What follows belongs to an exercise in optimizing a design on an open flow for small area; a production flow would make more cautious choices.
In this exercise RTL edits were held to simulation tests only and were not proved equivalent to the original.
No activity file was given, so power comes from the tool's default toggle rates.

== garnet ==
==> flow/design.v <==
package pmed_pkg;
  localparam int unsigned CodeWidth   = 2;
  localparam int unsigned PortTimeW   = 32;
  localparam int unsigned RegTimeW    = 24;
  localparam int unsigned SensorWidth = 8;
  localparam int unsigned CfgIdxWidth = 8;
  localparam int unsigned CfgDataW    = 24;
  typedef enum logic [CodeWidth-1:0] {
    EV_CALIBRATING = 2'd0,
    EV_ACTIVE      = 2'd1,
    EV_DETECTED    = 2'd2,
    EV_ENDED       = 2'd3
  } event_code_t;
  localparam logic [CfgIdxWidth-1:0] REG_CALIB_TIME = 8'd0;
  localparam logic [CfgIdxWidth-1:0] REG_PAUSE_TIME = 8'd1;
  localparam logic [CfgIdxWidth-1:0] REG_SENSOR_ID  = 8'd2;
  localparam logic [RegTimeW-1:0]    CALIB_RESET  = 24'd30000;
  localparam logic [RegTimeW-1:0]    PAUSE_RESET  = 24'd5000;
  localparam logic [SensorWidth-1:0] SENSOR_RESET = 8'd0;
  typedef struct packed {
    logic [RegTimeW-1:0]    calib_time;
    logic [RegTimeW-1:0]    pause_time;
    logic [SensorWidth-1:0] sensor_id;
  } cfg_t;
  typedef struct packed {
    logic                   emit;
    event_code_t            code;
    logic [PortTimeW-1:0]   event_time;
    logic [SensorWidth-1:0] sensor;
  } result_t;
endpackage
module pmed_cfg_regs (
  input  logic                             clk,
  input  logic                             rst,
  input  logic                             wr_en,
  input  logic [pmed_pkg::CfgIdxWidth-1:0] wr_index,
  input  logic [pmed_pkg::CfgDataW-1:0]    wr_data,
  output pmed_pkg::cfg_t                   cfg
);
  pmed_pkg::cfg_t regs;
  always_ff @(posedge clk) begin
    if (rst) begin
      regs.calib_time <= pmed_pkg::CALIB_RESET;
      regs.pause_time <= pmed_pkg::PAUSE_RESET;
      regs.sensor_id  <= pmed_pkg::SENSOR_RESET;
    end else if (wr_en) begin
      case (wr_index)
        pmed_pkg::REG_CALIB_TIME: regs.calib_time <= wr_data;
        pmed_pkg::REG_PAUSE_TIME: regs.pause_time <= wr_data;
        pmed_pkg::REG_SENSOR_ID:  regs.sensor_id  <= wr_data[pmed_pkg::SensorWidth-1:0];
        default: ;
      endcase
    end
  end
  assign cfg = regs;
endmodule
module pmed_event_logic (
  input  logic                           clk,
  input  logic                           rst,
  input  logic                           accept,
  input  logic                           take,
  input  logic                           motion_level,
  input  logic [pmed_pkg::PortTimeW-1:0] now_ms,
  input  pmed_pkg::cfg_t                 cfg,
  output logic                           out_valid,
  output logic [pmed_pkg::CodeWidth-1:0] out_code,
  output logic [pmed_pkg::PortTimeW-1:0] out_time
);
  localparam int unsigned TW = pmed_pkg::PortTimeW;
  logic          started;
  logic          calibrated;
  logic          armed;
  logic          low_pending;
  logic          just_calibrated;
  logic [TW-1:0] mark;
  logic [TW-1:0] diff;
  logic [pmed_pkg::RegTimeW-1:0] limit;
  logic          pass;
  logic          cal_done;
  logic          detected;
  logic          ended;
  logic          emit;
  logic [TW-1:0] duration;
  assign diff  = now_ms - mark;
  assign limit = calibrated ? cfg.pause_time : cfg.calib_time;
  assign pass  = (diff[TW-1:pmed_pkg::RegTimeW] != '0) ||
                 (diff[pmed_pkg::RegTimeW-1:0] > limit);
  assign cal_done = ~calibrated & started & pass;
  assign detected = calibrated & motion_level & armed;
  assign ended    = calibrated & ~motion_level & ~armed & ~low_pending & pass;
  assign emit     = ~calibrated | detected | ended;
  assign duration = now_ms - {{(TW-pmed_pkg::RegTimeW){1'b0}}, cfg.pause_time} - out_time;
  always_ff @(posedge clk) begin
    if (rst) begin
      started         <= 1'b0;
      calibrated      <= 1'b0;
      armed           <= 1'b1;
      low_pending     <= 1'b0;
      just_calibrated <= 1'b0;
    end else if (accept) begin
      started         <= 1'b1;
      just_calibrated <= cal_done;
      if (cal_done) calibrated <= 1'b1;
      if (calibrated) begin
        if (motion_level) begin
          low_pending <= 1'b1;
          if (armed) armed <= 1'b0;
        end else begin
          low_pending <= 1'b0;
          if (ended) armed <= 1'b1;
        end
      end
    end
  end
  always_ff @(posedge clk) begin
    if (accept & (~started | (calibrated & ~motion_level & low_pending))) begin
      mark <= now_ms;
    end
  end
  always_ff @(posedge clk) begin
    if (rst) begin
      out_valid <= 1'b0;
    end else if (accept) begin
      out_valid <= emit;
    end else if (take) begin
      out_valid <= 1'b0;
    end
  end
  always_ff @(posedge clk) begin
    if (accept & emit) begin
      out_time <= ended ? duration : now_ms;
    end
  end
  assign out_code = {calibrated & ~just_calibrated, calibrated & armed};
endmodule
module pir_motion_event_detector_core #(
  parameter int unsigned TIME_WIDTH = 32
) (
  input  logic                             clk,
  input  logic                             rst,
  input  logic                             s_tvalid,
  output logic                             s_tready,
  input  logic [39:0]                      s_tdata,   
  output logic                             m_tvalid,
  input  logic                             m_tready,
  output logic [39:0]                      m_tdata,   
  output logic [pmed_pkg::CodeWidth-1:0]   m_tuser,   
  input  logic                             cfg_valid,
  output logic                             cfg_ready,
  input  logic [pmed_pkg::CfgIdxWidth-1:0] cfg_index,
  input  logic [pmed_pkg::CfgDataW-1:0]    cfg_data
);
  pmed_pkg::cfg_t cfg;
  logic                           out_valid;
  logic [pmed_pkg::PortTimeW-1:0] out_time;
  logic [pmed_pkg::CodeWidth-1:0] out_code;
  assign cfg_ready = 1'b1;
  pmed_cfg_regs u_cfg (
    .clk      (clk),
    .rst      (rst),
    .wr_en    (cfg_valid),
    .wr_index (cfg_index),
    .wr_data  (cfg_data),
    .cfg      (cfg)
  );
  assign s_tready = ~out_valid | m_tready;
  pmed_event_logic u_logic (
    .clk          (clk),
    .rst          (rst),
    .accept       (s_tvalid & s_tready),
    .take         (m_tready),
    .motion_level (s_tdata[0]),
    .now_ms       (s_tdata[pmed_pkg::PortTimeW:1]),
    .cfg          (cfg),
    .out_valid    (out_valid),
    .out_code     (out_code),
    .out_time     (out_time)
  );
  assign m_tvalid = out_valid;
  assign m_tdata  = {cfg.sensor_id, out_time};
  assign m_tuser  = out_code;
endmodule
clock: 7.5 ns
lec_check: 0
cap_margin: 20
core_margin: 2
core_utilization: 40
slew_margin: 20
run.sh (not shown) runs the stock make flow with config.mk's settings and CLKGATE_MAP_FILE= SYNTH_SCRIPT=/design/flow/synth_recipe.tcl, a recipe that flattens the netlist after the stock synthesis.
garnet closes out successfully: all stages finished, all timing, DRC and antenna checks passed.
### garnet -> sierra
-- flow/design.v --
<<< garnet, line 74
  logic          just_calibrated;
  logic [TW-1:0] mark;
  logic [TW-1:0] diff;
  logic [pmed_pkg::RegTimeW-1:0] limit;
  logic          pass;
>>> sierra, line 74
  logic          just_calibrated;
  logic [TW-1:0] mark;
  logic [pmed_pkg::RegTimeW-1:0] limit;
  logic          pass;
<<< garnet, line 82
  logic          emit;
  logic [TW-1:0] duration;
  assign diff  = now_ms - mark;
  assign limit = calibrated ? cfg.pause_time : cfg.calib_time;
  assign pass  = (diff[TW-1:pmed_pkg::RegTimeW] != '0) ||
                 (diff[pmed_pkg::RegTimeW-1:0] > limit);
  assign cal_done = ~calibrated & started & pass;
  assign detected = calibrated & motion_level & armed;
  assign ended    = calibrated & ~motion_level & ~armed & ~low_pending & pass;
  assign emit     = ~calibrated | detected | ended;
  assign duration = now_ms - {{(TW-pmed_pkg::RegTimeW){1'b0}}, cfg.pause_time} - out_time;
  always_ff @(posedge clk) begin
    if (rst) begin
>>> sierra, line 81
  logic          emit;
  logic [TW-1:0] duration;
  assign limit = calibrated ? cfg.pause_time : cfg.calib_time;
  always_comb begin
    logic [TW-1:0] a, b, c, cs_s, cs_c;
    logic          cy, below;
    a    = mark;
    b    = {{(TW-pmed_pkg::RegTimeW){1'b0}}, limit};
    c    = ~now_ms;
    cs_s = a ^ b ^ c;
    cs_c = (a & b) | (a & c) | (b & c);
    cy = cs_s[0];
    for (int i = 1; i < TW; i++) begin
      cy = (cs_s[i] & cs_c[i-1]) | (cy & (cs_s[i] | cs_c[i-1]));
    end
    below = 1'b0;
    for (int i = 0; i < TW; i++) begin
      below = (~now_ms[i] & mark[i]) | (below & ~(now_ms[i] & ~mark[i]));
    end
    pass = below ? ~(cs_c[TW-1] & cy) : ~(cs_c[TW-1] | cy);
  end
  assign cal_done = ~calibrated & started & pass;
  assign detected = calibrated & motion_level & armed;
  assign ended    = calibrated & ~motion_level & ~armed & ~low_pending & pass;
  assign emit     = ~calibrated | detected | ended;
  always_comb begin
    logic [TW-1:0] a, b, c, x, y;
    logic [TW:0]   cy;
    a = ~now_ms;
    b = {{(TW-pmed_pkg::RegTimeW){1'b0}}, cfg.pause_time};
    c = out_time;
    x = a ^ b ^ c;
    y = {(a[TW-2:0] & b[TW-2:0]) | (a[TW-2:0] & c[TW-2:0]) | (b[TW-2:0] & c[TW-2:0]), 1'b0};
    duration = ~(x + y);
  end
  always_ff @(posedge clk) begin
    if (rst) begin
[summary]
- Each of the runs, namely garnet and sierra, reached the end of the flow and came out clean.
- When sierra is set beside garnet, its placement-stage worst setup slack turns out to be 900 ps larger.
- sierra vs. garnet: portion of netlist area occupied by mux cells +0.29 points, global-route wire length before repair -3.4 mm, relative area of clock buffers and inverters in the final design +0.55 points, sequential share of layout area +2.1 points.
- Sort garnet and sierra by average detailed-routed wire length per instance, ascending, and garnet comes first.
- Summary of sierra over garnet: adder-cell share of the synthesized area rose 2.5 points; row count lower; final cell count fell about 11%; worst hold slack +7.2 ps.
- Going from garnet to sierra, the number of vias after detailed routing was found to have gone down by 982.
- | proportion of power drawn by combinational gates | sierra vs garnet | 5.9 points lower |
- The final reports for sierra and garnet show maximum frequency higher in the former.
- Looking at number of inverters outside the clock class in the layout across garnet and sierra, the one that comes out lower is garnet.

-- afterwards: timing with drivers on the ports --
How much do the figures lean on ideal ports? The routed layouts below were timed once more, with nothing changed but the port constraints. Step 1: set_driving_cell puts a clkbuf_16 on clk and a buf_2 on each other input, an assumption about the parent block. Step 2, shift: input delay + t, output delay - t, t = (earliest + latest rising clock arrival at the registers) / 2. This alone moves slack from input paths to output paths. Slacks: ideal ports / drivers / drivers and shift; pairs: ideal ports / drivers.
| run | t, ns | setup slack, ns | worst hold slack (ns) | latest minus earliest clock arrival (ns) |
|---|---|---|---|---|
| garnet | 0.462 | 0.699 / 0.724 / 0.263 | 0.447 / 0.447 / 0.447 | 0.011 / 0.011 |
| sierra | 0.472 | 1.754 / 1.778 / 1.307 | 0.454 / 0.454 / 0.454 | 0.014 / 0.013 |
After both steps setup and hold are still met in every run listed. The setup slack of sierra, which loses most, moves by +0.024 ns with the drivers and by -0.447 ns with both steps.
